This is an optimization exercise on Yosys and OpenROAD, whose aim is a short achievable clock period and few clock cycles, not a production implementation. At most, simulation tests tie the RTL to the original design; equivalence was not proved. No functional check of the RTL was part of runs 1 to 6. Power is estimated from default activity; no workload was simulated.

==> flow/design.v <==
`timescale 1ns/1ns
package axi_lite_pkg;
  typedef logic [31:0] addr_t;
  typedef logic [31:0] data_t;
  typedef logic [3:0] strb_t;
  typedef enum logic [1:0] {
    RESP_OKAY   = 2'b00,
    RESP_SLVERR = 2'b10
  } resp_t;
endpackage
`timescale 1ns/1ns
package spi_flash_pkg;
  typedef logic [7:0]  opcode_t;
  typedef logic [23:0] flash_addr_t;
  typedef logic [3:0]  dummy_t;
  typedef logic [5:0]  data_len_t;
  typedef logic [7:0]  clkdiv_t;
  typedef logic        cs_idx_t;
  typedef enum logic [2:0] {
    ENG_IDLE,
    ENG_COMMAND,
    ENG_ADDRESS,
    ENG_DUMMY,
    ENG_DATA,
    ENG_FINISH
  } engine_state_t;
  typedef enum logic [1:0] {
    XIP_IDLE,
    XIP_WAIT,
    XIP_RESPOND
  } xip_state_t;
endpackage
`timescale 1ns/1ns
module axi_qspi_controller
(
  input  logic       s_axi_aclk,
  input  logic       s_axi_aresetn,
  input  logic       s_axi_awvalid_i,
  input  axi_lite_pkg::addr_t      s_axi_awaddr_i,
  output logic       s_axi_awready_o,
  input  logic       s_axi_wvalid_i,
  input  axi_lite_pkg::data_t      s_axi_wdata_i,
  input  axi_lite_pkg::strb_t      s_axi_wstrb_i,
  output logic       s_axi_wready_o,
  output logic       s_axi_bvalid_o,
  output axi_lite_pkg::resp_t      s_axi_bresp_o,
  input  logic       s_axi_bready_i,
  input  logic       s_axi_arvalid_i,
  input  axi_lite_pkg::addr_t      s_axi_araddr_i,
  output logic       s_axi_arready_o,
  output logic       s_axi_rvalid_o,
  output axi_lite_pkg::data_t      s_axi_rdata_o,
  output axi_lite_pkg::resp_t      s_axi_rresp_o,
  input  logic       s_axi_rready_i,
  output logic       spi_clk_o,
  output logic [1:0] spi_csn_o,
  output logic       spi_sdo_o,
  input  logic       spi_sdi_i
);
  localparam logic [2:0] SEG_HDR = 3'd0;   
  localparam logic [2:0] SEG_DUM = 3'd1;   
  localparam logic [2:0] SEG_DAT = 3'd2;   
  localparam logic [2:0] SEG_XD  = 3'd3;   
  localparam logic [2:0] SEG_END = 3'd4;   
  logic [7:0]  clkdiv;
  logic        cpol;
  logic [7:0]  cmd;
  logic [23:0] addr;
  logic [5:0]  len;
  logic        aen;
  logic [3:0]  dummy;
  logic        wcmd;
  logic [31:0] txdata;
  logic        cs_def;
  logic [31:0] cs_a0, cs_m0, cs_a1, cs_m1;
  logic        cmd_pend;       
  logic        fr_open;        
  logic        fr_xip;         
  logic        st_cs;          
  logic [2:0]  seg;
  logic [5:0]  bl;             
  logic        last;           
  logic        ph;             
  logic [7:0]  wcnt;           
  logic        allow;          
  logic [31:0] tx;
  logic [31:0] rx;
  logic [23:0] sh_a;           
  logic        want;           
  logic        rd_out;         
  logic [23:0] ar_q;
  logic [7:0]  g0_q;           
  logic [7:0]  g1_q;           
  logic [5:0]  ge_q;           
  logic        win_q;          
  logic        ok_q;           
  logic        dec;            
  logic        cs_q;           
  logic        hs_q;           
  logic        pend_new;       
  logic        rv_go;          
  logic [31:0] rd_h;           
  logic        ar_n;           
  logic [1:0]  cs_sel;         
  assign s_axi_arready_o = ~ar_n;
  assign spi_csn_o       = ~cs_sel;
  logic        wr_busy;        
  logic        wr_seen;
  logic        wr_go;
  logic        wr_app;         
  logic [11:0] wq_sel;
  logic        wq_ok;
  logic [31:0] wq_d;
  logic [3:0]  wq_s;
  logic        busy;
  assign busy = cmd_pend | (fr_open & ~fr_xip);
  function automatic logic [31:0] bswap(input logic [31:0] w);
    bswap = {w[7:0], w[15:8], w[23:16], w[31:24]};
  endfunction
  function automatic logic [7:0] mb(input logic [7:0] o, input logic [7:0] d, input logic s);
    mb = s ? d : o;
  endfunction
  function automatic logic [31:0] mw(input logic [31:0] o, input logic [31:0] d, input logic [3:0] s);
    mw = {mb(o[31:24], d[31:24], s[3]), mb(o[23:16], d[23:16], s[2]),
          mb(o[15:8], d[15:8], s[1]), mb(o[7:0], d[7:0], s[0])};
  endfunction
  function automatic logic mapped(input logic [31:0] a);
    mapped = (a[31:12] == 20'h0) && (a[1:0] == 2'b00) && (a[11:2] <= 10'd11);
  endfunction
  function automatic logic [7:0] grp_eq(input logic [31:0] a, input logic [31:0] m,
                                        input logic [31:0] v);
    logic [31:0] x;
    x = (a & m) ^ v;
    for (int i = 0; i < 8; i++) begin
      grp_eq[i] = (x[4*i +: 4] == 4'h0);
    end
  endfunction
  logic [7:0]  ge_w;
  assign ge_w = grp_eq({8'h0, s_axi_araddr_i[23:0]}, 32'h00FF_FFFF, {8'h0, sh_a});
  logic        d_cs;
  logic        d_on;
  logic        d_hit;
  logic        d_miss;
  logic [31:0] d_val;
  assign d_cs   = (&g0_q) ? 1'b0 : (&g1_q) ? 1'b1 : cs_def;
  assign d_on   = fr_open & fr_xip & (st_cs == d_cs) & (&ge_q);
  assign d_hit  = dec & win_q & d_on;
  assign d_miss = dec & win_q & ~d_on;
  always_comb begin
    case (ar_q[5:2])
      4'd0:    d_val = {23'h0, cpol, clkdiv};
      4'd1:    d_val = {24'h0, cmd};
      4'd2:    d_val = {8'h0, addr};
      4'd3:    d_val = {15'h0, wcmd, dummy, 3'h0, aen, 2'h0, len};
      4'd4:    d_val = txdata;
      4'd5:    d_val = rx;
      4'd6:    d_val = {31'h0, busy};
      4'd7:    d_val = {31'h0, cs_def};
      4'd8:    d_val = cs_a0;
      4'd9:    d_val = cs_m0;
      4'd10:   d_val = cs_a1;
      4'd11:   d_val = cs_m1;
      default: d_val = '0;
    endcase
  end
  logic close_st;
  logic close_now;
  logic xd_last;
  logic xhold;
  logic step;
  logic lead_clk;
  logic trail;
  logic deliver;
  logic rx_en;
  logic [31:0] word;
  assign close_st  = fr_xip ? (pend_new | wr_seen) : (seg == SEG_END);
  assign close_now = fr_open & ~ph & (close_st | (d_miss & fr_xip));
  assign xd_last   = (seg == SEG_XD) & last;
  assign xhold     = xd_last & ~want & ~hs_q;
  assign step      = fr_open & ~ph & allow;
  assign lead_clk  = step & ~close_st & ~(d_miss & fr_xip);
  assign trail     = fr_open & ph & allow & (~xhold | close_st);
  assign word      = {rx[30:0], spi_sdi_i};
  assign deliver   = ph & allow & xd_last & (want | hs_q);
  assign rx_en     = ph & allow & ((seg == SEG_XD && !last) || (seg == SEG_DAT && !wcmd));
  assign wr_go = s_axi_awvalid_i & s_axi_wvalid_i & ~wr_busy & ~fr_open & ~cmd_pend & ~pend_new;
  always_ff @(posedge s_axi_aclk) begin
    if (!rd_out) begin
      ar_q <= s_axi_araddr_i[23:0];
      g0_q <= grp_eq(s_axi_araddr_i, cs_m0, cs_a0);
      g1_q <= grp_eq(s_axi_araddr_i, cs_m1, cs_a1);
      ge_q <= ge_w[5:0];
    end
    if (dec) begin
      cs_q <= d_cs;
    end
    if (!wr_busy) begin
      for (int i = 0; i < 12; i++) begin
        wq_sel[i] <= (s_axi_awaddr_i[11:2] == 10'(i));
      end
      wq_ok <= mapped(s_axi_awaddr_i);
      wq_d  <= s_axi_wdata_i;
      wq_s  <= s_axi_wstrb_i;
    end
    if (!fr_open) begin
      if (cmd_pend) begin
        tx <= {cmd, addr};
      end else begin
        tx   <= {8'h03, ar_q[23:12] - 12'h001, ar_q[11:0]};
        sh_a <= ar_q;
      end
    end else begin
      if (step) begin
        spi_sdo_o <= tx[31];
        tx        <= {tx[30:0], 1'b0};
      end
      if (ph && allow && last && seg[2:1] == 2'b00) begin
        tx <= txdata;
      end
      if (deliver) begin
        sh_a <= sh_a + 24'd4;
      end
    end
    if (rv_go || deliver) begin
      rd_h <= rv_go ? (ok_q ? d_val : 32'h0) : bswap(word);
    end
    if (rv_go) begin
      s_axi_rdata_o <= ok_q ? d_val : 32'h0;
    end else if (deliver) begin
      s_axi_rdata_o <= bswap(word);
    end else begin
      s_axi_rdata_o <= rd_h;
    end
  end
  always_ff @(posedge s_axi_aclk or negedge s_axi_aresetn) begin
    if (!s_axi_aresetn) begin
      clkdiv   <= 8'd4;
      cpol     <= 1'b0;
      cmd      <= '0;
      addr     <= '0;
      len      <= '0;
      aen      <= 1'b0;
      dummy    <= '0;
      wcmd     <= 1'b0;
      txdata   <= '0;
      cs_def   <= 1'b0;
      cs_a0    <= '0;
      cs_m0    <= '0;
      cs_a1    <= '0;
      cs_m1    <= '0;
      cmd_pend <= 1'b0;
      fr_open  <= 1'b0;
      fr_xip   <= 1'b0;
      st_cs    <= 1'b0;
      seg      <= SEG_HDR;
      bl       <= '0;
      last     <= 1'b0;
      ph       <= 1'b0;
      wcnt     <= '0;
      allow    <= 1'b0;
      rx       <= '0;
      want     <= 1'b0;
      spi_clk_o <= 1'b0;
      cs_sel    <= 2'b00;
      rd_out   <= 1'b0;
      win_q    <= 1'b0;
      ok_q     <= 1'b0;
      dec      <= 1'b0;
      hs_q     <= 1'b0;
      pend_new <= 1'b0;
      rv_go    <= 1'b0;
      ar_n     <= 1'b0;
      s_axi_rvalid_o  <= 1'b0;
      s_axi_rresp_o   <= axi_lite_pkg::RESP_OKAY;
      wr_busy  <= 1'b0;
      wr_seen  <= 1'b0;
      wr_app   <= 1'b0;
      s_axi_awready_o <= 1'b0;
      s_axi_wready_o  <= 1'b0;
      s_axi_bvalid_o  <= 1'b0;
      s_axi_bresp_o   <= axi_lite_pkg::RESP_OKAY;
    end else begin
      wr_seen <= s_axi_awvalid_i | s_axi_wvalid_i;
      s_axi_awready_o <= wr_go;
      s_axi_wready_o  <= wr_go;
      wr_app <= s_axi_awready_o;
      if (wr_go) begin
        wr_busy <= 1'b1;
      end else if (s_axi_bvalid_o && s_axi_bready_i) begin
        wr_busy <= 1'b0;
      end
      if (s_axi_bvalid_o && s_axi_bready_i) begin
        s_axi_bvalid_o <= 1'b0;
      end
      if (wr_app) begin
        s_axi_bvalid_o <= 1'b1;
        s_axi_bresp_o  <= wq_ok ? axi_lite_pkg::RESP_OKAY : axi_lite_pkg::RESP_SLVERR;
        if (wq_ok) begin
          if (wq_sel[0]) begin
            clkdiv <= mb(clkdiv, wq_d[7:0], wq_s[0]);
            if (wq_s[1]) cpol <= wq_d[8];
          end
          if (wq_sel[1]) cmd <= mb(cmd, wq_d[7:0], wq_s[0]);
          if (wq_sel[2]) addr <= {mb(addr[23:16], wq_d[23:16], wq_s[2]),
                                  mb(addr[15:8], wq_d[15:8], wq_s[1]),
                                  mb(addr[7:0], wq_d[7:0], wq_s[0])};
          if (wq_sel[3]) begin
            if (wq_s[0]) len <= wq_d[5:0];
            if (wq_s[1]) begin
              aen   <= wq_d[8];
              dummy <= wq_d[15:12];
            end
            if (wq_s[2]) wcmd <= wq_d[16];
          end
          if (wq_sel[4]) txdata <= mw(txdata, wq_d, wq_s);
          if (wq_sel[6] && wq_s[0] && wq_d[0]) cmd_pend <= 1'b1;
          if (wq_sel[7] && wq_s[0]) cs_def <= wq_d[0];
          if (wq_sel[8])  cs_a0 <= mw(cs_a0, wq_d, wq_s);
          if (wq_sel[9])  cs_m0 <= mw(cs_m0, wq_d, wq_s);
          if (wq_sel[10]) cs_a1 <= mw(cs_a1, wq_d, wq_s);
          if (wq_sel[11]) cs_m1 <= mw(cs_m1, wq_d, wq_s);
        end
      end
      dec   <= s_axi_arvalid_i & ~rd_out;
      hs_q  <= d_hit;
      rv_go <= dec & ~win_q;
      if (!rd_out) begin
        win_q <= (s_axi_araddr_i[31:12] != 20'h0);
        ok_q  <= mapped(s_axi_araddr_i);
      end
      if (s_axi_arvalid_i && !rd_out) begin
        rd_out <= 1'b1;
        ar_n   <= 1'b1;
      end else if (s_axi_rvalid_o && s_axi_rready_i) begin
        rd_out <= 1'b0;
        ar_n   <= 1'b0;
      end
      if (s_axi_rvalid_o && s_axi_rready_i) begin
        s_axi_rvalid_o <= 1'b0;
      end
      if (rv_go) begin
        s_axi_rvalid_o <= 1'b1;
        s_axi_rresp_o  <= ok_q ? axi_lite_pkg::RESP_OKAY : axi_lite_pkg::RESP_SLVERR;
      end
      if (deliver) begin
        s_axi_rvalid_o <= 1'b1;
        s_axi_rresp_o  <= axi_lite_pkg::RESP_OKAY;
      end
      if (d_miss) begin
        pend_new <= 1'b1;
      end
      if (!fr_open) begin
        spi_clk_o <= cpol;
        ph        <= 1'b0;
        wcnt      <= clkdiv;
        allow     <= (clkdiv == 8'd0);
        if (cmd_pend) begin
          cmd_pend  <= 1'b0;
          fr_open   <= 1'b1;
          fr_xip    <= 1'b0;
          cs_sel    <= cs_def ? 2'b10 : 2'b01;
          seg       <= SEG_HDR;
          bl        <= aen ? 6'd32 : 6'd8;
          last      <= 1'b0;
          rx        <= '0;
        end else if (pend_new) begin
          pend_new  <= 1'b0;
          fr_open   <= 1'b1;
          fr_xip    <= 1'b1;
          st_cs     <= cs_q;
          cs_sel    <= cs_q ? 2'b10 : 2'b01;
          seg       <= SEG_HDR;
          bl        <= 6'd32;
          last      <= 1'b0;
          want      <= 1'b1;
        end
      end else begin
        if (close_now) begin
          fr_open   <= 1'b0;
          fr_xip    <= 1'b0;
          cs_sel    <= 2'b00;
          want      <= 1'b0;
        end
        if (lead_clk || trail) begin
          spi_clk_o <= ~spi_clk_o;
          ph        <= ~ph;
        end
        if (step || trail) begin
          wcnt  <= clkdiv;
          allow <= (clkdiv == 8'd0);
        end else begin
          if (wcnt != 8'd0) wcnt <= wcnt - 8'd1;
          allow <= (wcnt <= 8'd1);
        end
        if (rx_en) begin
          rx <= word;
        end
        if (trail) begin
          if (!last) begin
            bl   <= bl - 6'd1;
            last <= (bl == 6'd2);
          end else begin
            case (seg)
              SEG_HDR: begin
                if (fr_xip) begin
                  seg  <= SEG_XD;
                  bl   <= 6'd32;
                  last <= 1'b0;
                end else if (dummy != 4'h0) begin
                  seg  <= SEG_DUM;
                  bl   <= {2'b00, dummy};
                  last <= (dummy == 4'd1);
                end else if (len != 6'd0) begin
                  seg  <= SEG_DAT;
                  bl   <= len;
                  last <= (len == 6'd1);
                end else begin
                  seg  <= SEG_END;
                end
              end
              SEG_DUM: begin
                if (len != 6'd0) begin
                  seg  <= SEG_DAT;
                  bl   <= len;
                  last <= (len == 6'd1);
                end else begin
                  seg  <= SEG_END;
                end
              end
              SEG_XD: begin
                bl   <= 6'd32;
                last <= 1'b0;
              end
              default: seg <= SEG_END;
            endcase
          end
        end
      end
      if (deliver) begin
        want <= 1'b0;
      end else if (hs_q) begin
        want <= 1'b1;
      end
    end
  end
endmodule
==> flow/run.sh <==
#!/bin/bash
# synth_recipe.tcl (not shown) runs the flow's synth.tcl, then flattens the netlist and writes it again
# the make line also repeats each setting of config.mk as NAME=value (left out here)
make -C /OpenROAD-flow-scripts/flow DESIGN_CONFIG=/design/flow/config.mk WORK_HOME=/design/flow/orfs CLKGATE_MAP_FILE= SYNTH_SCRIPT=/design/flow/synth_recipe.tcl finish
==> flow/config.mk <==
export PLATFORM = sky130hd
export DESIGN_NAME = axi_qspi_controller
export DESIGN_NICKNAME = axi_qspi_controller
export VERILOG_FILES = /design/flow/design.v
export SDC_FILE = /design/flow/constraint.sdc
export NUM_CORES = 4
export LEC_CHECK = 0
export CAP_MARGIN = 20
export CORE_MARGIN = 2
export CORE_UTILIZATION = 40
export SETUP_SLACK_MARGIN = 2.85
export SLEW_MARGIN = 20
==> flow/constraint.sdc <==
create_clock -name core_clock -period 5.0 [get_ports {s_axi_aclk}]
set_input_delay 1.0000 -clock core_clock [delete_from_list [all_inputs] [get_ports {s_axi_aclk}]]
set_output_delay 1.0000 -clock core_clock [all_outputs]
set_load 0.01 [all_outputs]
==> flow_metrics.tcl, run 1 <==
set metrics [dict create \
    num_vias 17800 \
    cts_tree "done" \
    ys_warn_count 1 \
    worst_pin_slew_ns 0.978 \
    start_util 0.402 \
    vdd_drop_max_mv 0.323 \
    ff2ff_setup_slack_ns 2.78 \
    clock_latency_ns 0.64 \
    die_w_um 247 \
    crit_required_ns 4.00 \
    layout-drive-gt1-share 0.256 \
    overflow 0 \
    fin_util 0.495 \
    cp.arrival_ns 1.38 \
    rows 89 \
    routedWlPerCell_um 26.4 \
    rsz0062_at_grt "true" \
    power_density_nw_per_um2 525 \
    cts_buffers 55 \
    synth_flop_cell "dfrtp_1" \
    fp.dieH_um 247 \
    hp-class "reg -> reg" \
    setup_viol 0 \
    critPathMaxFanout 2 \
    max_slew_margin 0.348 \
    p_total_mw 15.2 \
    clock_path_buffers 3 \
    yosysTopAreaCell "dfrtp_1" \
    synth_cells 1994 \
    maxCapViolCount 0 \
    end_kind "output port" \
    worstSetupPathType "reg -> out" \
    synth_common_cells "288 x dfrtp_1, 228 x mux2_2, 226 x nand2_1" \
    drtIter0Drc 2012 \
    firstDrtPassIters 8 \
    grt_antenna_before_repair 0 \
    p_seq_frac 0.481 \
    place.gp.congestion 0.899 \
    clock-root-buffer "clkbuf_16" \
    period_share 0.476 \
    p_clk_frac 0.268 \
    gr-usage-all-layers 0.257 \
    viasPerCell 5.86 \
    grt_max_degree 105 \
    core_sq_um 58700 \
    report.final.slew_viol_count 0 \
    grt_pass1_wl_mm 116 \
    synth_edf_count 184 \
    drc 0 \
    dpl_cell_area_sq_um 25900 \
    hold_slack_ns 0.392 \
    ys_ff_latch 505 \
    status "timing/DRC/antenna clean" \
    clk_pin_slew_ns 0.06 \
    numClockSinks 505 \
    finClkSkew_ns 0.0377 \
    period_minus_slack_ns 2.38 \
    startpoint_type "flop" \
    holdBufCountCts 0 \
    synth_area_leaders "dfrtp_1 31%, edfxtp_1 23%, mux2_2 11%, nand2_1 3.6%, mux2i_1 3.2%" \
    io_pins 153 \
    fmax_mhz 420 \
    ant_nets 0 \
    wl_mm 80.2 \
    first_global_vias 17500 \
    tns_ns 0 \
    yosysMostFrequentCell "dfrtp_1" \
    synth_top_area_frac 0.306 \
    p_int_mw 10.0 \
    synth-seq-area-share 0.568 \
    combinationalPowerShare 0.250 \
    syn_area_sq_um 23600 \
    final_area_sq_um 29000 \
    p_sw_frac 0.341 \
    power_switching_mw 5.20 \
    p_leak_nw 11.9 \
    async_reset_ff_frac 0.572 \
    ys_types 78 \
    insertedDiodeCount 0 \
    h-tree-depth 2 \
    hold_violations 0 \
    port_buffers 150 \
    syn_to_final_growth_pct 23.1 \
    dieArea_sq_um 60900 \
    nets 2331 \
    hpwlAfterDp_mm 53.7 \
    avgSynthCellArea_sq_um 11.8 \
]
-- through the flow --
step,std cells,worst slack [ns]
6_report,3036,2.62
3_5_place_dp,2849,1.74
5_1_grt,3036,2.59
4_1_cts,2983,2.60
3_3_place_gp,2849,1.92
2_1_floorplan,1995,2.89
-- cells in the final DEF (no fill, tap or decap), types with 12 or more instances in the layout --
cell	n
mux2_2	228
buf_6	28
o21ai_1	19
o31ai_1	36
nand2_1	224
nor3_1	15
clkbuf_1	16
xnor2_1	80
nor2b_1	23
nand3_1	31
nand4_1	14
edfxtp_1	184
a22oi_1	36
nor4_1	34
dfrtp_1	281
o21ai_0	76
dfxtp_2	21
a222oi_1	30
a21oi_1	81
xor2_1	40
clkinv_2	13
buf_4	66
nor2_1	92
buf_12	12
buf_2	31
a211oi_1	22
inv_1	54
clkdlybuf4s50_1	100
clkbuf_16	62
mux2i_1	76
-- per-layer routing --
layer / vias to the layer above / part of all wire / global-route usage
li1: 7797 / - / -
met1: 9034 / 0.41 / 0.350
met2: 807 / 0.48 / 0.419
met3: 139 / 0.075 / 0.0399
met4: 0 / 0.033 / 0.0888
met5: - / 0 / 0
-- sequential cells by signal, summed over array words and instances (netlist names), 32 cells and up --
signal	count
s_axi_rdata_o	32
wq_d	32
rx	32
rd_h	32
cs_m1	32
cs_a0	32
tx	32
cs_a1	32
txdata	32
cs_m0	32
-- power by group through the flow --
stage,Combinational [mW],Sequential (mW),Clock [mW]
after global placement,3.35,7.37,0
final,3.81,7.33,4.09
after floorplan,2.62,6.63,0
after global routing,4.14,7.46,4.31
after detailed placement,3.43,7.40,0
after CTS,3.66,7.29,4.14
-- worst max-delay path: stages, from the launching register on --
cell	delay [ns]
dfrtp_2	0.42
clkinvlp_4	0.17
buf_6	0.15
-- area by class of cell --
class	count	area, sq um
flip-flops and latches	505	13500
fillers	5216	29600
repair buffers	258	2600
multi-input cells	1338	9980
well taps	773	967
clock buffers	78	1530
clock inverters	25	268
inverters	59	233
-- logic make-up after synthesis --
kind of cell             after synthesis  synth area share
flip-flops                           505             0.568
buffers and inverters                155            0.0274
adder cells (fa/ha/maj)                6           0.00318
AND/OR/NAND/NOR                      520             0.107
multiplexers                         306             0.142
other                                  1          0.000159
XOR/XNOR                             121            0.0449
AO/OA/AOI/OAI                        380             0.107
-- repair_timing --
item	CTS	global route
setup endpoints to repair	284	141
buffers inserted	28	45
pin swaps	6	45
cloned	3	8
resized for setup	281	88
-- final timing paths --
check,start,end,depth (start not counted)
setup / recovery,rd_out,s_axi_arready_o,2
hold / removal,s_axi_awready_o,wr_app,0
setup reg to reg,ar_q[2],rd_h[0],9
hold reg to reg,s_axi_awready_o,wr_app,0
max in group asynchronous,s_axi_aresetn,rv_go,2
min in group asynchronous,s_axi_aresetn,bl[2],1
==> run 2, diff against run 1 <==
--- a/flow/design.v
+++ b/flow/design.v
@@ -148,18 +148,16 @@
   assign d_miss = dec & win_q & ~d_on;
+  logic [11:0] rsel_q;
   always_comb begin
-    case (ar_q[5:2])
-      4'd0:    d_val = {23'h0, cpol, clkdiv};
-      4'd1:    d_val = {24'h0, cmd};
-      4'd2:    d_val = {8'h0, addr};
-      4'd3:    d_val = {15'h0, wcmd, dummy, 3'h0, aen, 2'h0, len};
-      4'd4:    d_val = txdata;
-      4'd5:    d_val = rx;
-      4'd6:    d_val = {31'h0, busy};
-      4'd7:    d_val = {31'h0, cs_def};
-      4'd8:    d_val = cs_a0;
-      4'd9:    d_val = cs_m0;
-      4'd10:   d_val = cs_a1;
-      4'd11:   d_val = cs_m1;
-      default: d_val = '0;
-    endcase
+    d_val = ({32{rsel_q[0]}}  & {23'h0, cpol, clkdiv}) |
+            ({32{rsel_q[1]}}  & {24'h0, cmd}) |
+            ({32{rsel_q[2]}}  & {8'h0, addr}) |
+            ({32{rsel_q[3]}}  & {15'h0, wcmd, dummy, 3'h0, aen, 2'h0, len}) |
+            ({32{rsel_q[4]}}  & txdata) |
+            ({32{rsel_q[5]}}  & rx) |
+            ({32{rsel_q[6]}}  & {31'h0, busy}) |
+            ({32{rsel_q[7]}}  & {31'h0, cs_def}) |
+            ({32{rsel_q[8]}}  & cs_a0) |
+            ({32{rsel_q[9]}}  & cs_m0) |
+            ({32{rsel_q[10]}} & cs_a1) |
+            ({32{rsel_q[11]}} & cs_m1);
   end
@@ -195,2 +193,5 @@
       cs_q <= d_cs;
+      for (int i = 0; i < 12; i++) begin
+        rsel_q[i] <= ok_q && (ar_q[5:2] == 4'(i));
+      end
     end
@@ -224,6 +225,6 @@
     if (rv_go || deliver) begin
-      rd_h <= rv_go ? (ok_q ? d_val : 32'h0) : bswap(word);
+      rd_h <= rv_go ? d_val : bswap(word);
     end
     if (rv_go) begin
-      s_axi_rdata_o <= ok_q ? d_val : 32'h0;
+      s_axi_rdata_o <= d_val;
     end else if (deliver) begin
@@ -332,6 +333,9 @@
         rd_out <= 1'b1;
-        ar_n   <= 1'b1;
       end else if (s_axi_rvalid_o && s_axi_rready_i) begin
         rd_out <= 1'b0;
-        ar_n   <= 1'b0;
+      end
+      if (s_axi_arvalid_i && !ar_n) begin
+        ar_n <= 1'b1;
+      end else if (s_axi_rvalid_o && s_axi_rready_i) begin
+        ar_n <= 1'b0;
       end
==> run 2 against run 1 <==
  * Synthesized cell count up 0.20%
  * Maximum frequency up 5.0%
  * Worst setup slack better by 0.11 ns
  * Non-clock buffer count down 46
  * Utilization down 1.2 points
  * Synthesized area up 0.49%
  * Hold slack better by 0.034 ns
  * Via count down 2.0%
  * Routed wire length down 6.1%
  * Largest cell class unchanged
  * Largest power group unchanged
==> flow_metrics.tcl, run 2 <==
set metrics [dict create \
    synth_flop_cell "dfrtp_1" \
    max_slew_margin 0.374 \
    critPathLaunch "cs_sel[0]" \
    clock_path_buffers 3 \
    maxCapViolCount 0 \
    hp-class "reg -> reg" \
    die_w_um 247 \
    dieArea_sq_um 61200 \
    cpPeakStageDelay_ns 0.39 \
    period_share 0.453 \
    rows 89 \
    wl_mm 75.3 \
    drtIter0Drc 1993 \
    io_pins 153 \
    synth_common_cells "289 x dfrtp_1, 236 x nand2_1, 224 x mux2_2" \
    layout-drive-gt1-share 0.215 \
    clk_pin_slew_ns 0.06 \
    cts_buffers 56 \
    holdBufCountCts 0 \
    clock_latency_ns 0.63 \
    synth-seq-area-share 0.582 \
    worstSetupPathType "reg -> out" \
    viasPerCell 5.81 \
    rr_startpoint "ar_q[12]" \
    synth_top_area_frac 0.305 \
    cp_num_buf_inv 2 \
    worstHoldStart "s_axi_awready_o" \
    avgSynthCellArea_sq_um 11.9 \
    overflow 0 \
    fp.dieH_um 247 \
    worst_pin_slew_ns 0.939 \
    place.gp.congestion 0.874 \
    async_reset_ff_frac 0.560 \
    layout_commonest_cell "dfrtp_1" \
    routedWlPerCell_um 25.1 \
    syn_area_sq_um 23700 \
    grt_antenna_before_repair 0 \
    grt_max_degree 113 \
    grt_pass1_wl_mm 112 \
    fin_util 0.482 \
    fmax_mhz 441 \
    hpwlAfterDp_mm 52.0 \
    status "timing/DRC/antenna clean" \
    num_vias 17400 \
    synth_area_leaders "dfrtp_1 31%, edfxtp_1 25%, mux2_2 11%, nand2_1 3.7%, xnor2_1 3.0%" \
    ys_types 74 \
    start_util 0.403 \
    h-tree-depth 2 \
    cp.arrival_ns 1.27 \
    end_kind "output port" \
    final_cell_mix "282 x dfrtp_1, 235 x nand2_1, 224 x mux2_2, 196 x edfxtp_1, 156 x nor2_1" \
    rsz0062_at_grt "true" \
    cp_top_family "flip-flops" \
    numClockSinks 518 \
    gr-usage-all-layers 0.246 \
    syn_to_final_growth_pct 19.7 \
    crit_required_ns 4.00 \
    startpoint_type "flop" \
    synth_edf_count 196 \
    critPathMaxFanout 2 \
    synth_cells 1998 \
    port_buffers 150 \
    p_total_mw 15.5 \
    firstDrtPassIters 6 \
    yosysTopAreaCell "dfrtp_1" \
    tns_ns 0 \
    clock-root-buffer "clkbuf_16" \
    path_cells "inv_2 > buf_6" \
    power_density_nw_per_um2 548 \
    core_sq_um 58800 \
    fillers 5383 \
    drc 0 \
    report.final.slew_viol_count 0 \
    insertedDiodeCount 0 \
    cts_tree "done" \
    first_global_vias 17300 \
    ys_warn_count 1 \
    hold_violations 0 \
    period_minus_slack_ns 2.27 \
    p_leak_nw 11.6 \
    yosysMostFrequentCell "dfrtp_1" \
    ys_ff_latch 518 \
    vdd_drop_max_mv 0.286 \
    finClkSkew_ns 0.0250 \
    worst_path_max_delay_cell "dfrtp_1" \
    ant_nets 0 \
    nets 2292 \
    setup_viol 0 \
]
run 2: changes by cell type after synthesis, sizes merged, moves of 16 or more:
cell    before  now
nor2        95  157
mux2i       76   38
o21ai      101   64
inv         59   27
o31ai       36    9
and2         6   29
a211oi      22   42
a21oi       82   63
a221oi       3   20
buf         42   25
and4         1   17
o21a         0   16
run 2: final timing paths:
path	endpoint	depth (start not counted)	slack (ns)
setup / recovery	spi_csn_o[0]	2	2.73
hold / removal	wr_app	0	0.43
setup reg to reg	tx[18]	9	2.74
hold reg to reg	wr_app	0	0.43
max in group asynchronous	cs_m0[30]	2	3.39
min in group asynchronous	rx[30]	1	0.47
run 2: per-layer routing:
metal  wire [um]  global-route usage
met1       32800               0.349
met2       34700               0.383
met3        5310              0.0395
met4        2460              0.0868
met5           0                   0
run 2: report_power, final:
part	switching [mW]	internal [mW]	total [mW]
combinational	1.81	1.97	3.78
sequential	1.49	5.90	7.39
clock	1.76	2.60	4.36
total	5.06	10.5	15.5
run 2: stage by stage:
| stage | hold slack [ns] | setup WS (ns) | std cells | cell area, sq um |
|---|---|---|---|---|
| finish | 0.426 | 2.73 | 2999 | 28400 |
| global route | 0.439 | 2.66 | 2999 | 28400 |
| CTS | 0.424 | 2.70 | 2986 | 28100 |
| detailed placement | 0.413 | 1.76 | 2854 | 26000 |
| global placement | 0.405 | 1.69 | 2854 | 26000 |
| floorplan | 0.400 | 2.89 | 1999 | 23700 |
run 2: final cells by class:
type | count | area, sq um | area share
inverter | 27 | 104 | 0.00366
multi-input combinational | 1363 | 9630 | 0.339
tap | 773 | 967 | 0.0341
clock buffer | 93 | 1760 | 0.0620
timing repair buffer | 212 | 1930 | 0.0679
sequential | 518 | 13800 | 0.487
clock inverter | 13 | 179 | 0.00631
run 2: kinds of logic after synthesis:
logic type / after synthesis / share of synthesized area
other: 1 / 0.000158
DFF: 518 / 0.582
AOI/OAI and AO/OA: 332 / 0.0963
buffers and inverters: 118 / 0.0205
xor gates and xnor gates: 126 / 0.0466
and+or+nand+nor: 632 / 0.128
muxes: 265 / 0.124
adders and majority gates: 6 / 0.00317
run 2: timing repair:
item                                    CTS  global route
gates resized for setup                 212            34
endpoints found under the hold margin     0             0
setup buffers                            26            12
endpoints found under the setup margin  230           101
cloned                                    0             1
pin swaps                                 9            11
==> run 3, diff against run 2 <==
--- a/flow/config.mk
+++ b/flow/config.mk
@@ -10,3 +10,3 @@
 export CORE_UTILIZATION = 40
-export SETUP_SLACK_MARGIN = 2.85
+export SETUP_SLACK_MARGIN = 2.9
 export SLEW_MARGIN = 20
==> run 3 against run 2 <==
  * Synthesized cell count unchanged
  * Utilization increased by 0.19 points
  * Combinational power increased by 3%
  * Sequential cell count stayed put
  * Routed wire length fell by 0.56%
  * Critical path depth unchanged
  * Sequential share of layout area fell by 0.17 points
  * Critical endpoint unchanged
  * Largest power group unchanged
==> flow_metrics.tcl, run 3 <==
set metrics [dict create \
    status "timing/DRC/antenna clean" \
    drc 0 \
    power_density_nw_per_um2 544 \
    cts_tree "done" \
    wl_met1_mm 32.2 \
    synth_flop_cell "dfrtp_1" \
    setup_ws_ns 2.76 \
    power_switching_mw 5.13 \
    crit_required_ns 4.00 \
    worstSetupPathType "reg -> out" \
    grt_pass1_wl_mm 113 \
    ys_types 74 \
    tns_ns 0 \
    synth-seq-area-share 0.582 \
    worst_pin_slew_ns 0.930 \
    p_int_mw 10.4 \
    hp-class "in -> async" \
    period_share 0.448 \
    place_ws_ns 1.65 \
    p_clk_frac 0.271 \
    max_slew_margin 0.380 \
    routedWlPerCell_um 24.9 \
    layout_commonest_cell "dfrtp_1" \
    insertedDiodeCount 0 \
    io_pins 153 \
    fin_util 0.484 \
    synth_compound_area_frac 0.0963 \
    num_vias 17600 \
    synth_edf_count 196 \
    clock-root-buffer "clkbuf_16" \
    synth_top_area_frac 0.305 \
    hpwlAfterDp_mm 52.1 \
    first_global_vias 17500 \
    startpoint_type "flop" \
    syn_to_final_growth_pct 20.2 \
    synth-simple-area-share 0.128 \
    p_total_mw 15.5 \
    vdd_drop_max_mv 0.278 \
    maxCapViolCount 0 \
    synth_common_cells "289 x dfrtp_1, 236 x nand2_1, 224 x mux2_2" \
    dr_wl_met2_mm 34.1 \
    fin_cells 3007 \
    period_minus_slack_ns 2.24 \
    async_reset_ff_frac 0.560 \
    h-tree-depth 2 \
    clock_path_buffers 3 \
    viasPerCell 5.85 \
    hold_violations 0 \
    synth_cells 1998 \
    cp.arrival_ns 1.24 \
    critPathMaxFanout 2 \
    grt_max_degree 104 \
    yosysMostFrequentCell "dfrtp_1" \
    fmax_mhz 447 \
    yosysTopAreaCell "dfrtp_1" \
    place.gp.congestion 0.926 \
    avgSynthCellArea_sq_um 11.9 \
    ys_warn_count 1 \
    combinationalPowerShare 0.252 \
    wl_mm 74.9 \
    overflow 0 \
    ys_ff_latch 518 \
    synth_top_family_by_area "simple AND/OR/NAND/NOR gates" \
    grt_antenna_before_repair 1 \
    path_cells "inv_2 > buf_6" \
    die_w_um 247 \
    p_seq_frac 0.477 \
    clock_latency_ns 0.63 \
    drtIter0Drc 1906 \
    synth-xor-area-share 0.0466 \
    worst_path_max_delay_cell "dfrtp_1" \
    clk_pin_slew_ns 0.06 \
    rows 89 \
    p_leak_nw 11.7 \
    nets 2301 \
    report.final.slew_viol_count 0 \
    gr-usage-all-layers 0.247 \
    numClockSinks 518 \
    yosys.area_share.adder 0.00317 \
    routed.top_layer "met4" \
    layout-drive-gt1-share 0.231 \
    place_inst 2858 \
    holdBufCountCts 0 \
    end_kind "output port" \
    final_cell_mix "280 x dfrtp_1, 232 x nand2_1, 224 x mux2_2, 196 x edfxtp_1, 152 x nor2_1" \
    p_sw_frac 0.331 \
    synth_area_leaders "dfrtp_1 31%, edfxtp_1 25%, mux2_2 11%, nand2_1 3.7%, xnor2_1 3.0%" \
    ant_nets 0 \
    firstDrtPassIters 6 \
    core_sq_um 58800 \
    port_buffers 150 \
    syn_area_sq_um 23700 \
    cpPeakStageDelay_ns 0.39 \
    fp.dieH_um 247 \
    cts_buffers 56 \
    rsz0062_at_grt "true" \
    synth_mux_area_frac 0.124 \
    start_util 0.403 \
    finClkSkew_ns 0.0253 \
    wl_met3_mm 5.73 \
    dieArea_sq_um 61200 \
    setup_viol 0 \
]
==> run 3: cell counts after synthesis <==
Identical to the previous run, type by type.
==> run 3: metrics by stage <==
stage / area, sq um / hold WS (ns)
floorplan: 23700 / 0.400
finish: 28500 / 0.404
CTS: 28200 / 0.452
global placement: 26000 / 0.414
detailed placement: 26000 / 0.408
global route: 28500 / 0.466
==> run 3: worst paths after layout <==
check,cells past startpoint,slack (ns),to,from
setup / recovery,2,2.76,spi_csn_o[0],cs_sel[0]
hold / removal,1,0.40,rx[28],s_axi_aresetn
min in group core_clock,0,0.47,spi_sdo_o,tx[31]
hold reg to reg,0,0.47,spi_sdo_o,tx[31]
setup reg to reg,8,2.77,tx[20],ar_q[13]
max in group asynchronous,2,3.45,rv_go,s_axi_aresetn
==> run 3: routing by layer <==
| layer | GRT usage | vias to the layer above |
|---|---|---|
| met3 | 0.0433 | 155 |
| met2 | 0.385 | 775 |
| li1 | - | 7719 |
| met1 | 0.348 | 8931 |
| met5 | 0 | - |
| met4 | 0.0847 | 0 |
==> run 3: cell families (layout without fill, tap and decap cells) <==
group	Yosys count	after routing
AO/OA/AOI/OAI	332	333
AND/OR/NAND/NOR	632	632
multiplexers	265	265
other	1	2
flip-flops	518	518
adder cells (fa/ha/maj)	6	6
buffers and inverters	118	352
XOR/XNOR	126	126
==> run 3: critical path, delay by kind of cell, from the launching register on <==
| kind | cells | cell delay, ns |
|---|---|---|
| buf+inv | 2 | 0.24 |
| flops | 1 | 0.39 |
==> run 3: what timing repair did <==
item / in CTS / in global routing
endpoints found under the hold margin: 0 / 0
pin swaps: 13 / 10
setup buffers: 24 / 18
gates resized for setup: 242 / 42
endpoints found under the setup margin: 263 / 125
cloned: 2 / 0
==> run 3: power groups by stage <==
stage	combinational [mW]	sequential (mW)	clock, mW
global route	4.27	7.54	4.43
floorplan	2.79	6.76	0
detailed placement	3.60	7.45	0
CTS	3.80	7.35	4.27
global placement	3.50	7.41	0
finish	3.90	7.40	4.20
==> run 3: final cells by class <==
cell class / instances / area [sq um]
multi-input cells: 1364 / 9730
inverters: 27 / 104
flip-flops and latches: 518 / 13800
fillers: 5334 / 30300
clock inverters: 28 / 268
clock buffers: 77 / 1590
well taps: 773 / 967
repair buffers: 220 / 2010
==> run 4, diff against run 3 <==
--- a/flow/design.v
+++ b/flow/design.v
@@ -91,5 +91,6 @@
   logic [23:0] ar_q;
-  logic [7:0]  g0_q;           
-  logic [7:0]  g1_q;           
-  logic [5:0]  ge_q;           
+  logic [15:0] g0_q;           
+  logic [15:0] g1_q;           
+  logic [11:0] ge_q;           
+  logic [11:0] off_hi;         
   logic        win_q;          
@@ -101,2 +102,3 @@
   logic        rv_go;          
+  logic        rv_int;         
   logic [31:0] rd_h;           
@@ -129,11 +131,11 @@
   endfunction
-  function automatic logic [7:0] grp_eq(input logic [31:0] a, input logic [31:0] m,
-                                        input logic [31:0] v);
+  function automatic logic [15:0] grp_eq(input logic [31:0] a, input logic [31:0] m,
+                                         input logic [31:0] v);
     logic [31:0] x;
     x = (a & m) ^ v;
-    for (int i = 0; i < 8; i++) begin
-      grp_eq[i] = (x[4*i +: 4] == 4'h0);
+    for (int i = 0; i < 16; i++) begin
+      grp_eq[i] = (x[2*i +: 2] == 2'h0);
     end
   endfunction
-  logic [7:0]  ge_w;
+  logic [15:0] ge_w;
   assign ge_w = grp_eq({8'h0, s_axi_araddr_i[23:0]}, 32'h00FF_FFFF, {8'h0, sh_a});
@@ -189,6 +191,7 @@
       g1_q <= grp_eq(s_axi_araddr_i, cs_m1, cs_a1);
-      ge_q <= ge_w[5:0];
+      ge_q <= ge_w[11:0];
     end
     if (dec) begin
-      cs_q <= d_cs;
+      cs_q   <= d_cs;
+      off_hi <= ar_q[23:12] - 12'h001;
       for (int i = 0; i < 12; i++) begin
@@ -209,3 +212,3 @@
       end else begin
-        tx   <= {8'h03, ar_q[23:12] - 12'h001, ar_q[11:0]};
+        tx   <= {8'h03, off_hi, ar_q[11:0]};
         sh_a <= ar_q;
@@ -274,2 +277,3 @@
       s_axi_rvalid_o  <= 1'b0;
+      rv_int   <= 1'b0;
       s_axi_rresp_o   <= axi_lite_pkg::RESP_OKAY;
@@ -333,3 +337,3 @@
         rd_out <= 1'b1;
-      end else if (s_axi_rvalid_o && s_axi_rready_i) begin
+      end else if (rv_int && s_axi_rready_i) begin
         rd_out <= 1'b0;
@@ -338,3 +342,3 @@
         ar_n <= 1'b1;
-      end else if (s_axi_rvalid_o && s_axi_rready_i) begin
+      end else if (rv_int && s_axi_rready_i) begin
         ar_n <= 1'b0;
@@ -344,4 +348,10 @@
       end
-      if (rv_go) begin
+      if (rv_int && s_axi_rready_i) begin
+        rv_int <= 1'b0;
+      end
+      if (rv_go || deliver) begin
         s_axi_rvalid_o <= 1'b1;
+        rv_int         <= 1'b1;
+      end
+      if (rv_go) begin
         s_axi_rresp_o  <= ok_q ? axi_lite_pkg::RESP_OKAY : axi_lite_pkg::RESP_SLVERR;
@@ -349,3 +359,2 @@
       if (deliver) begin
-        s_axi_rvalid_o <= 1'b1;
         s_axi_rresp_o  <= axi_lite_pkg::RESP_OKAY;
--- a/flow/config.mk
+++ b/flow/config.mk
@@ -10,3 +10,3 @@
 export CORE_UTILIZATION = 40
-export SETUP_SLACK_MARGIN = 2.9
+export SETUP_SLACK_MARGIN = 2.95
 export SLEW_MARGIN = 20
==> run 4 against run 3 <==
  * Final cell count up 3.1%
  * Total power up 4.8%
  * First-iteration DRC count up 0.47%
  * Via count up 2.2%
  * Register-to-register slack better by 0.02 ns
==> flow_metrics.tcl, run 4 <==
set metrics [dict create \
    fillers 5486 \
    cp_top_family "flip-flops" \
    first_global_vias 17900 \
    hold_violations 0 \
    avgSynthCellArea_sq_um 11.9 \
    maxCapViolCount 0 \
    layout_commonest_cell "dfrtp_1" \
    ys_warn_count 1 \
    yosysMostFrequentCell "dfrtp_1" \
    place.gp.congestion 0.922 \
    report.final.slew_viol_count 0 \
    setup_viol 0 \
    ys_ff_latch 553 \
    nets 2373 \
    fin_util 0.484 \
    clock_path_buffers 3 \
    numClockSinks 553 \
    routedWlPerCell_um 25.1 \
    grt_antenna_before_repair 0 \
    dieArea_sq_um 64000 \
    vdd_drop_max_mv 0.330 \
    synth_common_cells "290 x dfrtp_1, 243 x nand2_1, 230 x edfxtp_1" \
    ff2ff_setup_slack_ns 2.79 \
    hp-class "in -> async" \
    critPathMaxFanout 1 \
    wl_mm 77.9 \
    place_inst 2948 \
    synth_cells 2077 \
    start_util 0.404 \
    h-tree-depth 2 \
    overflow 0 \
    port_buffers 150 \
    synth_flop_cell "dfrtp_1" \
    num_vias 18000 \
    hold_slack_ns 0.397 \
    drc 0 \
    clock-root-buffer "clkbuf_16" \
    gr-usage-all-layers 0.244 \
    insertedDiodeCount 0 \
    finClkSkew_ns 0.0357 \
    rsz0062_at_grt "true" \
    multi_input_area_sq_um 9760 \
    grt_pass1_wl_mm 116 \
    startpoint_type "flop" \
    firstDrtPassIters 6 \
    status "timing/DRC/antenna clean" \
    crit_required_ns 4.00 \
    ys_types 61 \
    synth_top_area_frac 0.292 \
    p_leak_nw 12.2 \
    drtIter0Drc 1915 \
    max_slew_margin 0.354 \
    ant_nets 0 \
    worst_pin_slew_ns 0.970 \
    core_sq_um 61500 \
    io_pins 153 \
    fin_cells 3099 \
    viasPerCell 5.80 \
    async_reset_ff_frac 0.526 \
    syn_to_final_growth_pct 20.0 \
    register_area_sq_um 14900 \
    end_kind "output port" \
    power_switching_mw 5.43 \
    tns_ns 0 \
    fmax_mhz 450 \
    path_cells "buf_2" \
    p_clk_frac 0.270 \
    period_share 0.445 \
    power_density_nw_per_um2 546 \
    critPathLaunch "spi_sdo_o" \
    synth_area_leaders "dfrtp_1 29%, edfxtp_1 28%, mux2_2 10%, nand2_1 3.7%, nor2_1 3.0%" \
    p_seq_frac 0.472 \
    synth_edf_count 230 \
    layout-drive-gt1-share 0.217 \
    synth-seq-area-share 0.598 \
    fp.dieH_um 253 \
    cp.arrival_ns 1.22 \
    combinationalPowerShare 0.258 \
    worstSetupPathType "reg -> out" \
    p_sw_frac 0.334 \
    die_w_um 253 \
    cts_tree "done" \
    p_int_mw 10.8 \
    clock_latency_ns 0.64 \
    cp_num_buf_inv 1 \
    clk_pin_slew_ns 0.06 \
    place_ws_ns 1.59 \
    rows 91 \
    cpPeakStageDelay_ns 0.42 \
    rr_startpoint "g0_q[14]" \
    hpwlAfterDp_mm 52.5 \
    worst_path_max_delay_cell "edfxtp_1" \
    final_cell_mix "280 x dfrtp_1, 241 x nand2_1, 230 x edfxtp_1, 222 x mux2_2, 194 x nor2_1" \
    yosysTopAreaCell "dfrtp_1" \
    syn_area_sq_um 24800 \
    setup_ws_ns 2.78 \
    grt_max_degree 104 \
    cts_buffers 58 \
    period_minus_slack_ns 2.22 \
]
==> run 4: cell count changes in the layout (fill, tap and decap cells not counted), sizes merged, moves of 7 or more <==
cell / previous run / this run
edfxtp: 196 / 230
nand3: 38 / 71
nor2: 157 / 199
buf: 113 / 106
dlygate4sd2: 7 / 16
clkbuf: 77 / 91
nor2b: 19 / 55
and2: 29 / 1
o21ai: 64 / 35
a211oi: 42 / 50
nor4: 43 / 22
nand2: 236 / 243
==> run 4: cells by family (layout without fill, tap and decap cells) <==
| logic type | count (synthesis) | after routing | synth area share |
|---|---|---|---|
| and+or+nand+nor | 705 | 706 | 0.133 |
| xor gates and xnor gates | 124 | 124 | 0.0438 |
| DFF | 553 | 553 | 0.598 |
| buffers and inverters | 124 | 354 | 0.0207 |
| AOI/OAI and AO/OA | 306 | 306 | 0.0868 |
| other | 1 | 2 | 0.000151 |
| adders and majority gates | 6 | 6 | 0.00303 |
| muxes | 258 | 258 | 0.115 |
==> run 4: path summary, 6_finish.rpt <==
check                      cells after the start   endpoint
setup / recovery                               1  spi_sdo_o
hold / removal                                 1    fr_open
setup reg to reg                               7  spi_clk_o
hold reg to reg                                0  spi_sdo_o
max in group asynchronous                      2   addr[12]
min in group core_clock                        0  spi_sdo_o
==> run 4: layer usage <==
metal	global-route usage	part of all wire
met1	0.335	0.42
met2	0.386	0.46
met3	0.0397	0.078
met4	0.0967	0.039
met5	0	0
==> run 4: through the flow <==
step | power, mW | instance area (sq um)
floorplan | 9.99 | 24900
global placement | 11.5 | 27200
detailed placement | 11.6 | 27200
CTS | 16.2 | 29500
global route | 17.0 | 29800
finish | 16.3 | 29800
==> run 4: timing repair <==
item | CTS | global route
buffers inserted | 22 | 16
endpoints found under the hold margin | 0 | 0
resized for setup | 267 | 46
gates cloned | 3 | 0
setup endpoints to repair | 298 | 178
pin swaps | 22 | 11
hold buffers | 0 | 0
==> run 4: power by group through the flow <==
stage / combinational [mW] / sequential (mW) / clock [mW]
3_3_place_gp: 3.77 / 7.71 / 0
4_1_cts: 4.09 / 7.63 / 4.45
2_1_floorplan: 2.91 / 7.09 / 0
3_5_place_dp: 3.86 / 7.75 / 0
6_report: 4.19 / 7.67 / 4.39
5_1_grt: 4.57 / 7.82 / 4.64
==> run 4: worst reg2reg max path, stage by stage, from the launching register on <==
cell      delay (ns)
edfxtp_1        0.38
nand4_1         0.21
or4_4           0.62
buf_6           0.14
a21boi_4        0.24
o31ai_4         0.09
a41oi_1         0.22
o221ai_1        0.14
==> run 4: final cells by class <==
class,instances,share of cell area
sequential,553,0.500
multi-input combinational,1402,0.328
timing repair buffer,212,0.0697
clock buffer,91,0.0587
tap,790,0.0332
clock inverter,19,0.00660
inverter,31,0.00416
timing repair inverter,1,0.000252
==> run 5, diff against run 4 <==
--- a/flow/config.mk
+++ b/flow/config.mk
@@ -10,3 +10,3 @@
 export CORE_UTILIZATION = 40
-export SETUP_SLACK_MARGIN = 2.95
+export SETUP_SLACK_MARGIN = 2.9
 export SLEW_MARGIN = 20
==> run 5 against run 4 <==
  * Non-clock buffer count rose by 4
  * Sequential cell count did not move
  * Synthesized cell count did not move
  * Utilization rose by 0.13 points
  * Sequential share of layout area fell by 0.16 points
  * Combinational power barely moved
  * Largest cell class unchanged
==> flow_metrics.tcl, run 5 <==
set metrics [dict create \
    layout-drive-gt1-share 0.218 \
    hpwlAfterDp_mm 52.2 \
    path_cells "nand4_1 > or4_4 > and3b_2 > nor3_4 > a21oi_4 > buf_12 > nor3_4" \
    syn_area_sq_um 24800 \
    cts_tree "done" \
    clk_pin_slew_ns 0.06 \
    top_usage_layer "met2" \
    start_util 0.404 \
    yosysTopAreaCell "dfrtp_1" \
    report.final.slew_viol_count 0 \
    hold_violations 0 \
    routedWlPerCell_um 25.4 \
    maxCapViolCount 0 \
    dieArea_sq_um 64000 \
    grt_max_degree 105 \
    drtIter0Drc 1761 \
    clock-root-buffer "clkbuf_16" \
    port_buffers 150 \
    cp.arrival_ns 2.79 \
    ys_ff_latch 553 \
    dpl_cell_area_sq_um 27200 \
    core_sq_um 61500 \
    worstSetupPathType "reg -> reg" \
    power_density_nw_per_um2 548 \
    synth_common_cells "290 x dfrtp_1, 243 x nand2_1, 230 x edfxtp_1" \
    firstDrtPassIters 7 \
    crit_required_ns 5.54 \
    grt_pass1_wl_mm 117 \
    status "timing/DRC/antenna clean" \
    hp-class "reg -> reg" \
    synth_area_leaders "dfrtp_1 29%, edfxtp_1 28%, mux2_2 10%, nand2_1 3.7%, nor2_1 3.0%" \
    period_share 0.450 \
    viasPerCell 5.85 \
    numClockSinks 553 \
    met3_usage 0.0418 \
    gr-usage-met2 0.382 \
    grt_antenna_before_repair 2 \
    drc 0 \
    finClkSkew_ns 0.0279 \
    tns_ns 0 \
    startpoint_type "flop" \
    final_cell_mix "283 x dfrtp_1, 242 x nand2_1, 230 x edfxtp_1, 222 x mux2_2, 193 x nor2_1" \
    p_leak_nw 12.3 \
    layout_commonest_cell "dfrtp_1" \
    synth_cells 2077 \
    fillers 5511 \
    max_slew_margin 0.298 \
    insertedDiodeCount 0 \
    worst_path_max_delay_cell "or4_4" \
    first_global_vias 17700 \
    ant_nets 0 \
    ys_types 61 \
    rsz0062_at_grt "true" \
    num_vias 18200 \
    synth_top_area_frac 0.292 \
    h-tree-depth 2 \
    wl_mm 79.1 \
    synth_flop_cell "dfrtp_1" \
    vdd_drop_max_mv 0.316 \
    yosysMostFrequentCell "dfrtp_1" \
    clock_path_buffers 3 \
    clock_latency_ns 0.64 \
    synth-seq-area-share 0.598 \
    fp.dieH_um 253 \
    cts_buffers 60 \
    overflow 0 \
    cpPeakStageDelay_ns 0.57 \
    avgSynthCellArea_sq_um 11.9 \
    place_ws_ns 1.75 \
    final_area_sq_um 29900 \
    setup_viol 0 \
    syn_to_final_growth_pct 20.3 \
    synth_edf_count 230 \
    period_minus_slack_ns 2.25 \
    nets 2381 \
    place.gp.congestion 0.948 \
    async_reset_ff_frac 0.526 \
    use_met1 0.345 \
    io_pins 153 \
    gr-usage-all-layers 0.247 \
    min_path_cells 0 \
    rows 91 \
    worst_pin_slew_ns 1.05 \
    die_w_um 253 \
    end_kind "flop" \
    fmax_mhz 445 \
    cpMostUsedCell "nor3_4" \
    ff2ff_path_depth 7 \
    critPathMaxFanout 3 \
    setup_ws_ns 2.75 \
    ys_warn_count 1 \
]
run 5: area by class of cell:
type	count	area (sq um)	share of cell area
flip-flops and latches	553	14900	0.498
repair inverters	2	12.5	0.000419
well taps	790	988	0.0331
clock inverters	24	235	0.00788
clock buffers	89	1740	0.0583
repair buffers	216	2100	0.0704
multi-input cells	1403	9780	0.328
inverters	31	128	0.00427
run 5: logic make-up (layout without fill, tap and decap cells):
group	after synthesis	after routing	synth area share
other	1	2	0.000151
buffers and inverters	124	362	0.0207
xor gates and xnor gates	124	124	0.0438
and+or+nand+nor	705	706	0.133
DFF	553	553	0.598
adders and majority gates	6	6	0.00303
muxes	258	258	0.115
AOI/OAI and AO/OA	306	307	0.0868
run 5: final timing paths:
check | startpoint | end | slack, ns
min | s_axi_awready_o | wr_app | 0.40
min reg2reg | s_axi_awready_o | wr_app | 0.40
max | g0_q[2] | fr_xip | 2.75
max in group asynchronous | s_axi_aresetn | cs_m1[26] | 3.47
min in group asynchronous | s_axi_aresetn | cs_sel[1] | 0.45
max reg2reg | g0_q[2] | fr_xip | 2.75
run 5: metal layers:
| layer | share of wire | routed length, um | up-vias |
|---|---|---|---|
| li1 | - | - | 7966 |
| met1 | 0.42 | 33500 | 9154 |
| met2 | 0.45 | 35900 | 851 |
| met3 | 0.081 | 6370 | 193 |
| met4 | 0.041 | 3240 | 4 |
| met5 | 0.00034 | 27 | - |
run 5: stage by stage:
stage	total power, mW	cells	hold WS, ns	util
2_1_floorplan	9.99	2078	0.400	-
3_3_place_gp	11.4	2947	0.413	0.442
3_5_place_dp	11.6	2947	0.412	0.442
4_1_cts	16.3	3095	0.417	0.481
5_1_grt	17.1	3108	0.425	0.486
6_report	16.4	3108	0.403	0.486
run 5: worst max-delay path: cells and delay by family, from the launching register on:
kind,cells,cell delay (ns)
and+or+nand+nor,5,1.40
AOI/OAI and AO/OA,1,0.12
buffers and inverters,1,0.16
DFF,1,0.49
run 5: power by group:
| group | leakage, nW | switching (mW) | internal [mW] |
|---|---|---|---|
| Sequential | 6.35 | 1.45 | 6.26 |
| Combinational | 4.99 | 2.18 | 2.03 |
| Clock | 0.967 | 1.86 | 2.60 |
run 5: what timing repair did:
item | CTS | global route
pin swaps | 16 | 15
gates resized for setup | 256 | 44
endpoints found under the setup margin | 284 | 167
cloned | 5 | 0
setup buffers | 30 | 13
hold buffers | 0 | 0
==> run 6, diff against run 5 <==
==> flow/flow/run.sh (new file) <==
#!/bin/bash
# The standard layout, with plain buffers (not delay cells) on the ports.
set -euo pipefail
export BUFFER_PORTS_ARGS="-buffer_cell sky130_fd_sc_hd__buf_2"
bash standard.sh > standard_flow.log 2>&1
==> flow/standard.sh (new file) <==
#!/bin/bash
# synth_recipe.tcl (not shown) runs the flow's synth.tcl, then flattens the netlist and writes it again
# the make line also repeats each setting of config.mk as NAME=value (left out here)
make -C /OpenROAD-flow-scripts/flow DESIGN_CONFIG=/design/flow/config.mk WORK_HOME=/design/flow/orfs CLKGATE_MAP_FILE= SYNTH_SCRIPT=/design/flow/synth_recipe.tcl "${@:-finish}"
removed: flow/run.sh
==> run 6 against run 5 <==
  * Still clean on timing, DRC and antenna
  * Via count shrank 0.43%
  * Maximum frequency grew 0.63%
  * Design area decreased by 2.1%
  * Routed wire length down 0.19%
  * Non-clock buffer count fell by 1
  * Combinational power fell by 3%
  * Count of clock-buffer cells in the layout decreased by 7
  * Critical path depth decreased by 6
  * Total power shrank 0.23%
  * Critical path type is now reg -> out
  * Critical endpoint is now spi_sdo_o
  * Largest cell class unchanged
==> flow_metrics.tcl, run 6 <==
set metrics [dict create \
    status "timing/DRC/antenna clean" \
    layout-drive-gt1-share 0.259 \
    power_density_nw_per_um2 559 \
    fmax_mhz 447 \
    p_leak_nw 12.2 \
    gr-usage-all-layers 0.245 \
    hold_violations 0 \
    ys_ff_latch 553 \
    yosysMostFrequentCell "dfrtp_1" \
    synth_edf_count 230 \
    synth_flop_cell "dfrtp_1" \
    grt_antenna_before_repair 3 \
    finClkSkew_ns 0.0220 \
    worstSetupPathType "reg -> out" \
    nets 2380 \
    cts_tree "done" \
    end_kind "output port" \
    final_cell_mix "283 x dfrtp_1, 242 x nand2_1, 230 x edfxtp_1, 222 x mux2_2, 194 x nor2_1" \
    clock-root-buffer "clkbuf_16" \
    hold_slack_ns 0.372 \
    wl_mm 78.9 \
    cpPeakStageDelay_ns 0.45 \
    clock_path_buffers 3 \
    syn_to_final_growth_pct 17.8 \
    startpoint_type "flop" \
    hp-class "in -> async" \
    drc 0 \
    rr_startpoint "g0_q[9]" \
    period_minus_slack_ns 2.23 \
    ys_types 61 \
    critPathMaxFanout 1 \
    synth_common_cells "290 x dfrtp_1, 243 x nand2_1, 230 x edfxtp_1" \
    grt_pass1_wl_mm 116 \
    worst_pin_slew_ns 0.855 \
    layout_commonest_cell "dfrtp_1" \
    period_share 0.447 \
    ys_warn_count 1 \
    fp.dieH_um 253 \
    rsz0062_at_grt "true" \
    cp_num_buf_inv 1 \
    cp.arrival_ns 1.23 \
    io_pins 153 \
    synth_cells 2077 \
    grt_max_degree 109 \
    clock_latency_ns 0.63 \
    first_global_vias 18000 \
    core_sq_um 61500 \
    firstDrtPassIters 7 \
    overflow 0 \
    rows 91 \
    synth_area_leaders "dfrtp_1 29%, edfxtp_1 28%, mux2_2 10%, nand2_1 3.7%, nor2_1 3.0%" \
    max_slew_margin 0.430 \
    routedWlPerCell_um 25.4 \
    die_w_um 253 \
    num_vias 18100 \
    cts_buffers 59 \
    crit_required_ns 4.00 \
    path_cells "buf_6" \
    vdd_drop_max_mv 0.279 \
    ff2ff_setup_slack_ns 2.84 \
    synth_top_area_frac 0.292 \
    maxCapViolCount 0 \
    yosysTopAreaCell "dfrtp_1" \
    syn_area_sq_um 24800 \
    numClockSinks 553 \
    viasPerCell 5.82 \
    synth-seq-area-share 0.598 \
    dieArea_sq_um 64000 \
    report.final.slew_viol_count 0 \
    clk_pin_slew_ns 0.06 \
    ant_nets 0 \
    h-tree-depth 2 \
    insertedDiodeCount 0 \
    critPathLaunch "spi_sdo_o" \
    tns_ns 0 \
    start_util 0.404 \
    async_reset_ff_frac 0.526 \
    place.gp.congestion 0.870 \
    cp_top_family "flip-flops" \
    drtIter0Drc 2001 \
    setup_viol 0 \
    hpwlAfterDp_mm 52.3 \
    worst_path_max_delay_cell "edfxtp_1" \
    avgSynthCellArea_sq_um 11.9 \
    port_buffers 150 \
]
[run 6: final timing paths]
| kind | cells after the start | end |
|---|---|---|
| max reg2reg | 6 | cs_sel[0] |
| min in group core_clock | 1 | ar_n |
| max | 1 | spi_sdo_o |
| min reg2reg | 1 | ar_n |
| min | 1 | fr_open |
| max in group asynchronous | 2 | cs_a1[25] |
[run 6: cell type report]
class	count	area (sq um)
inverter	31	128
clock inverter	30	272
fill	5496	32200
tap	790	988
multi-input combinational	1403	9720
clock buffer	82	1750
sequential	553	14900
timing repair inverter	3	20.0
timing repair buffer	215	1490
[run 6: cell families after synthesis]
group,count (synthesis),share of synthesized area
other,1,0.000151
muxes,258,0.115
xor gates and xnor gates,124,0.0438
buffers and inverters,124,0.0207
and+or+nand+nor,705,0.133
DFF,553,0.598
adders and majority gates,6,0.00303
AOI/OAI and AO/OA,306,0.0868
[run 6: repair_timing]
item,CTS,global route
hold buffers,0,0
gates cloned,5,1
buffers inserted,28,16
setup endpoints to repair,346,132
pin swaps,16,12
resized for setup,57,27
[run 6: through the flow]
step	utilization	instances	area [sq um]	power, mW	setup slack [ns]
after floorplan	-	2078	24900	9.99	2.82
after global placement	0.429	2945	26400	11.4	1.85
after CTS	0.472	3090	29000	16.2	2.73
after detailed placement	0.429	2945	26400	11.5	1.83
final	0.475	3107	29200	16.3	2.77
after global routing	0.475	3107	29200	17.1	2.74
[run 6: where the power goes]
part | total (mW) | internal, mW | switching (mW)
clock network | 4.53 | 2.66 | 1.87
logic | 4.10 | 1.96 | 2.15
registers | 7.70 | 6.26 | 1.44
[run 6: routing by layer]
| layer | wire length, um | GRT usage | vias up |
|---|---|---|---|
| met3 | 5870 | 0.0384 | 171 |
| li1 | - | - | 7956 |
| met2 | 36000 | 0.385 | 772 |
| met1 | 33700 | 0.339 | 9190 |
| met5 | 0 | 0 | - |
| met4 | 3410 | 0.0992 | 0 |
==> run 7, diff against run 6 <==
--- a/flow/design.v
+++ b/flow/design.v
@@ -145,2 +145,3 @@
   logic        d_miss;
+  logic        d_far;
   logic [31:0] d_val;
@@ -150,2 +151,3 @@
   assign d_miss = dec & win_q & ~d_on;
+  assign d_far  = dec & win_q & fr_xip & ~(&ge_q);
   logic [11:0] rsel_q;
@@ -176,3 +178,3 @@
   assign close_st  = fr_xip ? (pend_new | wr_seen) : (seg == SEG_END);
-  assign close_now = fr_open & ~ph & (close_st | (d_miss & fr_xip));
+  assign close_now = fr_open & ~ph & (close_st | d_far);
   assign xd_last   = (seg == SEG_XD) & last;
@@ -180,3 +182,3 @@
   assign step      = fr_open & ~ph & allow;
-  assign lead_clk  = step & ~close_st & ~(d_miss & fr_xip);
+  assign lead_clk  = step & ~close_st & ~d_far;
   assign trail     = fr_open & ph & allow & (~xhold | close_st);
==> flow/run.sh (new file) <==
#!/bin/bash
# synth_recipe.tcl (not shown) runs the flow's synth.tcl, then flattens the netlist and writes it again
# the make line also repeats each setting of config.mk as NAME=value (left out here)
make -C /OpenROAD-flow-scripts/flow DESIGN_CONFIG=/design/flow/config.mk WORK_HOME=/design/flow/orfs CLKGATE_MAP_FILE= SYNTH_SCRIPT=/design/flow/synth_recipe.tcl finish
--- a/flow/config.mk
+++ b/flow/config.mk
@@ -10,2 +10,4 @@
 export CORE_UTILIZATION = 40
+export CTS_CLUSTER_DIAMETER = 60
+export CTS_CLUSTER_SIZE = 24
 export SETUP_SLACK_MARGIN = 2.9
removed: flow/flow/run.sh
removed: flow/standard.sh
==> run 7 against run 6 <==
  * Sequential power down 4.3%
  * Utilization up 0.27 points
  * Synthesized area down 0.12%
  * Highest routed layer is now met5
  * Worst setup slack worse by 0.0022 ns
  * Routed wire length up 2.0%
  * Clock skew up 0.011 ns
  * Sequential share of layout area down 0.30 points
  * Largest cell class unchanged
  * Clock power down 15%
  * Maximum frequency about the same
  * Via count down 0.48%
  * Synthesized cell count down 0.53%
==> flow_metrics.tcl, run 7 <==
set metrics [dict create \
    status "timing/DRC/antenna clean" \
    cts_buffers 44 \
    vdd_drop_max_mv 0.299 \
    synth_top_area_frac 0.293 \
    crit_required_ns 4.00 \
    layout-drive-gt1-share 0.218 \
    clock_path_buffers 3 \
    overflow 0 \
    rr_startpoint "rsel_q[5]" \
    worstSetupEndpoint "spi_csn_o[1]" \
    async_reset_ff_frac 0.526 \
    yosys.area_share.adder 0.00303 \
    synth_cells 2066 \
    cp_top_family "flip-flops" \
    syn_to_final_growth_pct 18.6 \
    yosysMostFrequentCell "dfrtp_1" \
    synth_flop_cell "dfrtp_1" \
    period_minus_slack_ns 2.24 \
    ant_nets 0 \
    grt_antenna_before_repair 2 \
    hold_violations 0 \
    p_clk_frac 0.252 \
    ff2ff_path_depth 6 \
    ys_types 74 \
    synth_mux_area_frac 0.118 \
    routedWlPerCell_um 26.2 \
    cts_tree "done" \
    end_kind "output port" \
    combinationalPowerShare 0.266 \
    crit_cells 2 \
    synth_compound_area_frac 0.0915 \
    port_buffers 150 \
    power_switching_mw 5.41 \
    insertedDiodeCount 0 \
    final_cell_mix "281 x dfrtp_1, 266 x nand2_1, 230 x edfxtp_1, 217 x mux2_2, 165 x nor2_1" \
    clock-root-buffer "clkbuf_16" \
    p_int_mw 9.88 \
    synth-simple-area-share 0.124 \
    rsz0062_at_grt "true" \
    synth_top_family_by_area "simple AND/OR/NAND/NOR gates" \
    cp.arrival_ns 1.24 \
    yosysTopAreaCell "dfrtp_1" \
    p_sw_frac 0.354 \
    grt_max_degree 115 \
    start_util 0.403 \
    p_seq_frac 0.482 \
    startpoint_type "flop" \
    first_global_vias 17400 \
    h-tree-depth 2 \
]
run 7: cell count changes after synthesis, sizes merged, moves of 8 or more:
cell / change
nor2: -30
nand2: +28
nor2b: -27
a31oi: +22
a22oi: +21
a211oi: -17
a221oi: -17
and4: -15
o21ai: -14
a2111oi: +11
mux2i: +11
nand3: +9
a21boi: +8
run 7: metal layers:
layer	track usage	wire, um	share of wire	up-vias
met5	0	13	0.00016	-
met3	0.0591	7610	0.095	137
met1	0.342	33400	0.42	9101
li1	-	-	-	7928
met2	0.371	36200	0.45	835
met4	0.104	3240	0.040	2
run 7: worst min path at each step:
stage / startpoint / to / slack [ns]
after floorplan: tx[31] / spi_sdo_o / 0.40
after global placement: s_axi_awready_o / wr_app / 0.40
after detailed placement: s_axi_awready_o / wr_app / 0.39
after CTS: s_axi_awready_o / wr_app / 0.41
after global routing: s_axi_awready_o / wr_app / 0.44
final: s_axi_awready_o / wr_app / 0.41
run 7: kinds of logic after synthesis:
family / after synthesis
DFF: 553
buffers and inverters: 121
and+or+nand+nor: 675
muxes: 265
AOI/OAI and AO/OA: 319
adders and majority gates: 6
other: 1
xor gates and xnor gates: 126
run 7: worst register-to-register path: stages (launching register included):
cell      delay (ns)
edfxtp_1        0.54
buf_12          0.22
buf_4           0.17
a22oi_1         0.17
nand4_1         0.13
a211oi_2        0.50
nor2_1          0.10
run 7: final cells by class:
class | instances | area, sq um
Clock inverter | 32 | 412
Clock buffer | 48 | 1170
Sequential cell | 553 | 14900
Timing Repair inverter | 3 | 17.5
Fill cell | 5576 | 32100
Tap cell | 790 | 988
Inverter | 28 | 120
Timing Repair Buffer | 222 | 2020
Multi-Input combinational cell | 1395 | 9820
run 7: repair_timing:
action / 4_1_cts / 5_1_grt
cloned: 2 / 5
gates resized for setup: 241 / 50
hold buffers: 0 / 0
pin swaps: 1 / 11
setup buffers: 23 / 15
endpoints found under the setup margin: 248 / 201
run 7: power by group through the flow:
stage                     clock network (mW)  logic (mW)  registers (mW)
after global routing                    4.09        4.43            7.50
after detailed placement                   0        3.75            7.44
after floorplan                            0        2.78            6.84
after global placement                     0        3.68            7.40
final                                   3.85        4.07            7.37
after CTS                               3.92        3.91            7.35
run 7: per-stage QoR:
stage	power, mW	util	worst slack (ns)	instances
6_report	15.3	0.478	2.76	3071
5_1_grt	16.0	0.478	2.74	3071
4_1_cts	15.2	0.471	2.74	3051
3_5_place_dp	11.2	0.442	1.75	2946
3_3_place_gp	11.1	0.442	1.76	2946
2_1_floorplan	9.63	-	2.92	2067
Testbench counts of run 7, summed over its fixed seeds: cycles 141,600.

Check on run 7: ideal ports give 2.763 ns setup slack; a clkbuf_16 on the clock port and buf_2 on the inputs give 2.701 ns; moving port delays by the midpoint clock arrival (0.655 ns) as well gives 2.292 ns.
